Source: an optimization exercise on an open RTL-to-GDS flow (aim: a short achievable clock period and few clock cycles). Production flows keep margins and buffers that such runs may drop.
Only simulation tests tie the RTL to the original design; equivalence was not proved.

==> inputs of run a <==
==> flow/design.v <==
`timescale 1ns/1ps
`default_nettype none
package mipsPkg;
	typedef enum logic [5:0] {
		OP_SPECIAL = 6'h00,
		OP_REGIMM  = 6'h01,
		OP_J       = 6'h02,
		OP_JAL     = 6'h03,
		OP_BEQ     = 6'h04,
		OP_BNE     = 6'h05,
		OP_BLEZ    = 6'h06,
		OP_BGTZ    = 6'h07,
		OP_ADDI    = 6'h08,
		OP_ADDIU   = 6'h09,
		OP_ANDI    = 6'h0C,
		OP_ORI     = 6'h0D,
		OP_XORI    = 6'h0E,
		OP_LUI     = 6'h0F,
		OP_LW      = 6'h23,
		OP_SW      = 6'h2B
	} opcodeT;
	typedef enum logic [5:0] {
		FN_JR   = 6'h08,
		FN_JALR = 6'h09,
		FN_ADD  = 6'h20,
		FN_ADDU = 6'h21,
		FN_SUB  = 6'h22,
		FN_SUBU = 6'h23,
		FN_AND  = 6'h24,
		FN_OR   = 6'h25,
		FN_XOR  = 6'h26,
		FN_NOR  = 6'h27,
		FN_SLT  = 6'h2A,
		FN_SLTU = 6'h2B
	} functT;
	typedef enum logic [3:0] {
		ALU_PASS, ALU_ADD, ALU_SUB, ALU_AND,
		ALU_OR, ALU_XOR, ALU_NOR, ALU_SLT,
		ALU_SLTU, ALU_LUI, ALU_BEQ, ALU_BNE,
		ALU_BLEZ, ALU_BGTZ, ALU_BLTZ, ALU_BGEZ
	} aluOpT;
endpackage
`default_nettype wire
`timescale 1ns/1ps
`default_nettype none
module decoder (
	input wire logic [32-1:0] instruction,
	output logic regDst,  
	output logic aluSrc,  
	output logic zeroExtend,
	output logic regWrite,
	output logic memRead,
	output logic memWrite,
	output logic memToReg,
	output logic branch,
	output logic jump,
	output logic jumpReg,
	output logic link,
	output mipsPkg::aluOpT aluOp
);
	mipsPkg::opcodeT opcode;
	mipsPkg::functT funct;
	mipsPkg::aluOpT rOp;
	assign opcode = mipsPkg::opcodeT'(instruction[31:26]);
	assign funct = mipsPkg::functT'(instruction[5:0]);
	always_comb begin
		case (funct)
			mipsPkg::FN_ADD, mipsPkg::FN_ADDU: rOp = mipsPkg::ALU_ADD;
			mipsPkg::FN_SUB, mipsPkg::FN_SUBU: rOp = mipsPkg::ALU_SUB;
			mipsPkg::FN_AND: rOp = mipsPkg::ALU_AND;
			mipsPkg::FN_OR: rOp = mipsPkg::ALU_OR;
			mipsPkg::FN_XOR: rOp = mipsPkg::ALU_XOR;
			mipsPkg::FN_NOR: rOp = mipsPkg::ALU_NOR;
			mipsPkg::FN_SLT: rOp = mipsPkg::ALU_SLT;
			mipsPkg::FN_SLTU: rOp = mipsPkg::ALU_SLTU;
			default: rOp = mipsPkg::ALU_PASS;  
		endcase
	end
	always_comb begin
		regDst = 1'b0;
		aluSrc = 1'b0;
		zeroExtend = 1'b0;
		regWrite = 1'b0;
		memRead = 1'b0;
		memWrite = 1'b0;
		memToReg = 1'b0;
		branch = 1'b0;
		jump = 1'b0;
		jumpReg = 1'b0;
		link = 1'b0;
		aluOp = mipsPkg::ALU_PASS;
		case (opcode)
			mipsPkg::OP_SPECIAL: begin
				if (rOp != mipsPkg::ALU_PASS) begin
					aluOp = rOp;
					regDst = 1'b1;
					regWrite = 1'b1;
				end else if (funct == mipsPkg::FN_JR) begin
					jumpReg = 1'b1;
				end else if (funct == mipsPkg::FN_JALR) begin
					jumpReg = 1'b1;
					link = 1'b1;
					regDst = 1'b1;  
					regWrite = 1'b1;
				end
			end
			mipsPkg::OP_REGIMM: begin
				if (instruction[20:16] == 5'd0) begin
					branch = 1'b1;
					aluOp = mipsPkg::ALU_BLTZ;
				end else if (instruction[20:16] == 5'd1) begin
					branch = 1'b1;
					aluOp = mipsPkg::ALU_BGEZ;
				end
			end
			mipsPkg::OP_J: jump = 1'b1;
			mipsPkg::OP_JAL: begin
				jump = 1'b1;
				link = 1'b1;
				regWrite = 1'b1;
			end
			mipsPkg::OP_BEQ, mipsPkg::OP_BNE, mipsPkg::OP_BLEZ, mipsPkg::OP_BGTZ: begin
				branch = 1'b1;
				aluOp = (opcode == mipsPkg::OP_BEQ) ? mipsPkg::ALU_BEQ :
					(opcode == mipsPkg::OP_BNE) ? mipsPkg::ALU_BNE :
					(opcode == mipsPkg::OP_BLEZ) ? mipsPkg::ALU_BLEZ : mipsPkg::ALU_BGTZ;
			end
			mipsPkg::OP_ADDI, mipsPkg::OP_ADDIU, mipsPkg::OP_LUI, mipsPkg::OP_LW: begin
				aluSrc = 1'b1;
				regWrite = 1'b1;
				aluOp = (opcode == mipsPkg::OP_LUI) ? mipsPkg::ALU_LUI : mipsPkg::ALU_ADD;
				memRead = (opcode == mipsPkg::OP_LW);
				memToReg = (opcode == mipsPkg::OP_LW);
			end
			mipsPkg::OP_ANDI, mipsPkg::OP_ORI, mipsPkg::OP_XORI: begin
				aluSrc = 1'b1;
				regWrite = 1'b1;
				zeroExtend = 1'b1;
				aluOp = (opcode == mipsPkg::OP_ANDI) ? mipsPkg::ALU_AND :
					(opcode == mipsPkg::OP_ORI) ? mipsPkg::ALU_OR : mipsPkg::ALU_XOR;
			end
			mipsPkg::OP_SW: begin
				aluSrc = 1'b1;
				memWrite = 1'b1;
				aluOp = mipsPkg::ALU_ADD;
			end
			default: ;  
		endcase
	end
endmodule
`default_nettype wire
`timescale 1ns/1ps
`default_nettype none
module fetchUnit (
	input wire logic clock,
	input wire logic reset,
	input wire logic progWrite,
	input wire logic [$clog2(64)-1:0] progAddress,
	input wire logic [32-1:0] progData,
	input wire logic [32-1:0] rsValue,
	input wire logic takeBranch,
	input wire logic branch,
	input wire logic jump,
	input wire logic jumpReg,
	output logic [32-1:0] instruction,
	output logic [32-1:0] pcPlus4
);
	localparam int imemAddrWidth = $clog2(64);
	logic [32-1:0] pc;
	logic [32-1:0] pcOffset;
	logic [32-1:0] nextPc;
	logic [32-1:0] branchTarget;
	logic [32-1:0] jumpTarget;
	logic [32-1:0] imem [64];
	always_ff @(posedge clock) begin
		if (progWrite)
			imem[progAddress] <= progData;  
	end
	assign pcOffset = pc - 32'h0040_0000;
	assign instruction = imem[pcOffset[imemAddrWidth+1:2]];
	assign pcPlus4 = pc + 32'(4);
	assign branchTarget = pcPlus4 + {{(32-18){instruction[15]}}, instruction[15:0], 2'b00};
	assign jumpTarget = {pcPlus4[32-1:28], instruction[25:0], 2'b00};
	always_comb begin
		if (jumpReg)
			nextPc = rsValue;
		else if (jump)
			nextPc = jumpTarget;
		else if (branch && takeBranch)
			nextPc = branchTarget;
		else
			nextPc = pcPlus4;
	end
	always_ff @(posedge clock) begin
		if (reset)
			pc <= 32'h0040_0000;
		else
			pc <= nextPc;
	end
endmodule
`default_nettype wire
`timescale 1ns/1ps
`default_nettype none
module regFile (
	input wire logic clock,
	input wire logic reset,
	input wire logic [5-1:0] readAddressA,
	input wire logic [5-1:0] readAddressB,
	input wire logic [5-1:0] writeAddress,
	input wire logic [32-1:0] writeData,
	input wire logic writeEnable,
	output logic [32-1:0] readDataA,
	output logic [32-1:0] readDataB
);
	localparam int numRegs = 1 << 5;
	logic [32-1:0] regs [numRegs];
	always_ff @(posedge clock) begin
		if (reset) begin
			for (int i = 0; i < numRegs; i++)
				regs[i] <= '0;
		end else if (writeEnable && writeAddress != '0) begin
			regs[writeAddress] <= writeData;
		end
	end
	assign readDataA = (readAddressA == '0) ? '0 : regs[readAddressA];
	assign readDataB = (readAddressB == '0) ? '0 : regs[readAddressB];
endmodule
`default_nettype wire
`timescale 1ns/1ps
`default_nettype none
module alu (
	input mipsPkg::aluOpT aluOp,
	input wire logic [32-1:0] operandA,
	input wire logic [32-1:0] operandB,
	output logic [32-1:0] result,
	output logic takeBranch
);
	logic aIsZero;
	logic aIsNeg;
	assign aIsZero = (operandA == '0);
	assign aIsNeg = operandA[32-1];
	always_comb begin
		case (aluOp)
			mipsPkg::ALU_ADD: result = operandA + operandB;
			mipsPkg::ALU_SUB: result = operandA - operandB;
			mipsPkg::ALU_AND: result = operandA & operandB;
			mipsPkg::ALU_OR: result = operandA | operandB;
			mipsPkg::ALU_XOR: result = operandA ^ operandB;
			mipsPkg::ALU_NOR: result = ~(operandA | operandB);
			mipsPkg::ALU_SLT: result = 32'($signed(operandA) < $signed(operandB));
			mipsPkg::ALU_SLTU: result = 32'(operandA < operandB);
			mipsPkg::ALU_LUI: result = {operandB[15:0], 16'b0};
			default: result = operandA;  
		endcase
	end
	always_comb begin
		case (aluOp)
			mipsPkg::ALU_BEQ: takeBranch = (operandA == operandB);
			mipsPkg::ALU_BNE: takeBranch = (operandA != operandB);
			mipsPkg::ALU_BLEZ: takeBranch = aIsNeg || aIsZero;
			mipsPkg::ALU_BGTZ: takeBranch = !aIsNeg && !aIsZero;
			mipsPkg::ALU_BLTZ: takeBranch = aIsNeg;
			mipsPkg::ALU_BGEZ: takeBranch = !aIsNeg;
			default: takeBranch = 1'b0;
		endcase
	end
endmodule
`default_nettype wire
`timescale 1ns/1ps
`default_nettype none
module datapath (
	input wire logic clock,
	input wire logic reset,
	input wire logic [32-1:0] instruction,
	input wire logic [32-1:0] pcPlus4,
	input wire logic [32-1:0] loadData,
	input wire logic regDst,
	input wire logic aluSrc,
	input wire logic zeroExtend,
	input wire logic regWrite,
	input wire logic memToReg,
	input wire logic link,
	input mipsPkg::aluOpT aluOp,
	output logic [32-1:0] rsValue,
	output logic takeBranch,
	output logic [32-1:0] memAddress,
	output logic [32-1:0] storeData
);
	logic [32-1:0] rtValue;
	logic [32-1:0] immediate;
	logic [32-1:0] operandB;
	logic [32-1:0] aluResult;
	logic [32-1:0] writeData;
	logic [5-1:0] writeReg;
	assign immediate = zeroExtend ? {{(32-16){1'b0}}, instruction[15:0]}
		: {{(32-16){instruction[15]}}, instruction[15:0]};
	assign operandB = aluSrc ? immediate : rtValue;
	assign writeReg = (link && !regDst) ? 5'd31
		: regDst ? instruction[15:11] : instruction[20:16];
	assign writeData = link ? pcPlus4 : memToReg ? loadData : aluResult;
	regFile registers (
		.clock(clock),
		.reset(reset),
		.readAddressA(instruction[25:21]),
		.readAddressB(instruction[20:16]),
		.writeAddress(writeReg),
		.writeData(writeData),
		.writeEnable(regWrite),
		.readDataA(rsValue),
		.readDataB(rtValue)
	);
	alu aluUnit (
		.aluOp(aluOp),
		.operandA(rsValue),
		.operandB(operandB),
		.result(aluResult),
		.takeBranch(takeBranch)
	);
	assign memAddress = aluResult;
	assign storeData = rtValue;
endmodule
`default_nettype wire
`timescale 1ns/1ps
`default_nettype none
module dataMemory (
	input wire logic clock,
	input wire logic reset,
	input wire logic [32-1:0] address,
	input wire logic [32-1:0] writeData,
	input wire logic memRead,
	input wire logic memWrite,
	output logic [32-1:0] readData,
	output logic [32-1:0] serialData,
	output logic serialWrite
);
	localparam int dmemAddrWidth = $clog2(64);
	logic [32-1:0] ram [64];
	logic [dmemAddrWidth-1:0] wordIndex;
	logic isSerial;
	assign wordIndex = address[dmemAddrWidth+1:2];
	assign isSerial = (address == 32'hFFFF_0000);
	always_ff @(posedge clock) begin
		if (memWrite && !isSerial)
			ram[wordIndex] <= writeData;
		if (memWrite && isSerial)
			serialData <= writeData;  
	end
	always_ff @(posedge clock) begin
		if (reset)
			serialWrite <= 1'b0;
		else
			serialWrite <= memWrite && isSerial;  
	end
	assign readData = memRead ? ram[wordIndex] : '0;
endmodule
`default_nettype wire
`timescale 1ns/1ps
`default_nettype none
module mipsLite (
	input wire logic clock,
	input wire logic reset,
	input wire logic progWrite,
	input wire logic [5:0] progAddress,
	input wire logic [32-1:0] progData,
	output logic [32-1:0] serialData,
	output logic serialWrite
);
	logic [32-1:0] instruction;
	logic [32-1:0] pcPlus4;
	logic [32-1:0] rsValue;
	logic takeBranch;
	logic [32-1:0] memAddress;
	logic [32-1:0] storeData;
	logic [32-1:0] loadData;
	logic regDst;
	logic aluSrc;
	logic zeroExtend;
	logic regWrite;
	logic memRead;
	logic memWrite;
	logic memToReg;
	logic branch;
	logic jump;
	logic jumpReg;
	logic link;
	mipsPkg::aluOpT aluOp;
	fetchUnit fetch (
		.clock(clock),
		.reset(reset),
		.progWrite(progWrite),
		.progAddress(progAddress),
		.progData(progData),
		.rsValue(rsValue),
		.takeBranch(takeBranch),
		.branch(branch),
		.jump(jump),
		.jumpReg(jumpReg),
		.instruction(instruction),
		.pcPlus4(pcPlus4)
	);
	decoder decode (
		.instruction(instruction),
		.regDst(regDst),
		.aluSrc(aluSrc),
		.zeroExtend(zeroExtend),
		.regWrite(regWrite),
		.memRead(memRead),
		.memWrite(memWrite),
		.memToReg(memToReg),
		.branch(branch),
		.jump(jump),
		.jumpReg(jumpReg),
		.link(link),
		.aluOp(aluOp)
	);
	datapath dp (
		.clock(clock),
		.reset(reset),
		.instruction(instruction),
		.pcPlus4(pcPlus4),
		.loadData(loadData),
		.regDst(regDst),
		.aluSrc(aluSrc),
		.zeroExtend(zeroExtend),
		.regWrite(regWrite),
		.memToReg(memToReg),
		.link(link),
		.aluOp(aluOp),
		.rsValue(rsValue),
		.takeBranch(takeBranch),
		.memAddress(memAddress),
		.storeData(storeData)
	);
	dataMemory dmem (
		.clock(clock),
		.reset(reset),
		.address(memAddress),
		.writeData(storeData),
		.memRead(memRead),
		.memWrite(memWrite),
		.readData(loadData),
		.serialData(serialData),
		.serialWrite(serialWrite)
	);
endmodule
`default_nettype wire
==> flow/run.sh <==
#!/bin/bash
# synth_recipe.tcl (not shown) runs the flow's synth.tcl, then flattens the netlist and writes it again
# the make line also repeats each setting of config.mk as NAME=value (left out here)
make -C /OpenROAD-flow-scripts/flow DESIGN_CONFIG=/design/flow/config.mk WORK_HOME=/design/flow/orfs CLKGATE_MAP_FILE= SYNTH_SCRIPT=/design/flow/synth_recipe.tcl finish
==> flow/config.mk <==
export PLATFORM = sky130hd
export DESIGN_NAME = mipsLite
export DESIGN_NICKNAME = mipsLite
export VERILOG_FILES = /design/flow/design.v
export SDC_FILE = /design/flow/constraint.sdc
export NUM_CORES = 4
export LEC_CHECK = 0
export CAP_MARGIN = 20
export CORE_MARGIN = 2
export CORE_UTILIZATION = 40
export SETUP_SLACK_MARGIN = 4
export SLEW_MARGIN = 20
export TNS_END_PERCENT = 5
==> flow/constraint.sdc <==
create_clock -name core_clock -period 14.0 [get_ports {clock}]
set_input_delay 2.8000 -clock core_clock [delete_from_list [all_inputs] [get_ports {clock}]]
set_output_delay 2.8000 -clock core_clock [all_outputs]
set_load 0.01 [all_outputs]
==> run b (differences from run a) <==
SETUP_SLACK_MARGIN = not set   (was 4)
TNS_END_PERCENT = not set   (was 5)
==> impl_metrics.json <==
{
  "outcome": "timing/DRC/antenna clean",
  "pre_cts_slack_ps": 1820,
  "layout.core_utilization_pct": 45.0,
  "groute.usage.overall_pct": 25.9,
  "vias_in_the_first_global_route": 136000,
  "rr_worst_depth": 34,
  "dr.first_iter.drc_count": 20900,
  "critPathMaxStageDelay_ps": 1020
}
-- figures above: run b

==> impl_metrics.json <==
{
  "outcome": "timing/DRC/antenna clean",
  "pre_cts_slack_ps": 1790,
  "critPathMaxStageDelay_ps": 810,
  "startpoint_type": "flip-flop",
  "layout.core_utilization_pct": 45.5,
  "vias_in_the_first_global_route": 137000,
  "final-hold-violation-count": 0,
  "area_of_the_multi_input_gates_um2": 66700
}
-- figures above: run a

Testbench counts of run a, summed over its fixed seeds: cycles 21,003.
Testbench counts of run b, summed over its fixed seeds: cycles 21,003.

==> port drivers added, routing unchanged <==
The flow's constraints put no driver on any port. The routed layouts listed below were extracted and timed again, unchanged, in two steps. Step 1, drivers: a clkbuf_16 drives clock and a buf_2 each remaining input, both assumed. Step 2 also shifts input and output timing later by t, the mid clock arrival at the registers, as if the neighbouring blocks saw the same clock. Slacks: no drivers / after step 1 / after step 2; pairs: no drivers / after step 1.
run	t, ns	setup slack, ns	hold WS [ns]	worst setup path at the end	clock arrival spread, ns
run a	1.191	3.758 / 3.758 / 3.758	0.502 / 0.502 / 0.502	register to register	0.119 / 0.119
run b	1.183	1.527 / 1.527 / 1.527	0.500 / 0.500 / 0.500	register to register	0.128 / 0.128
After both steps setup and hold are still met in every run listed.
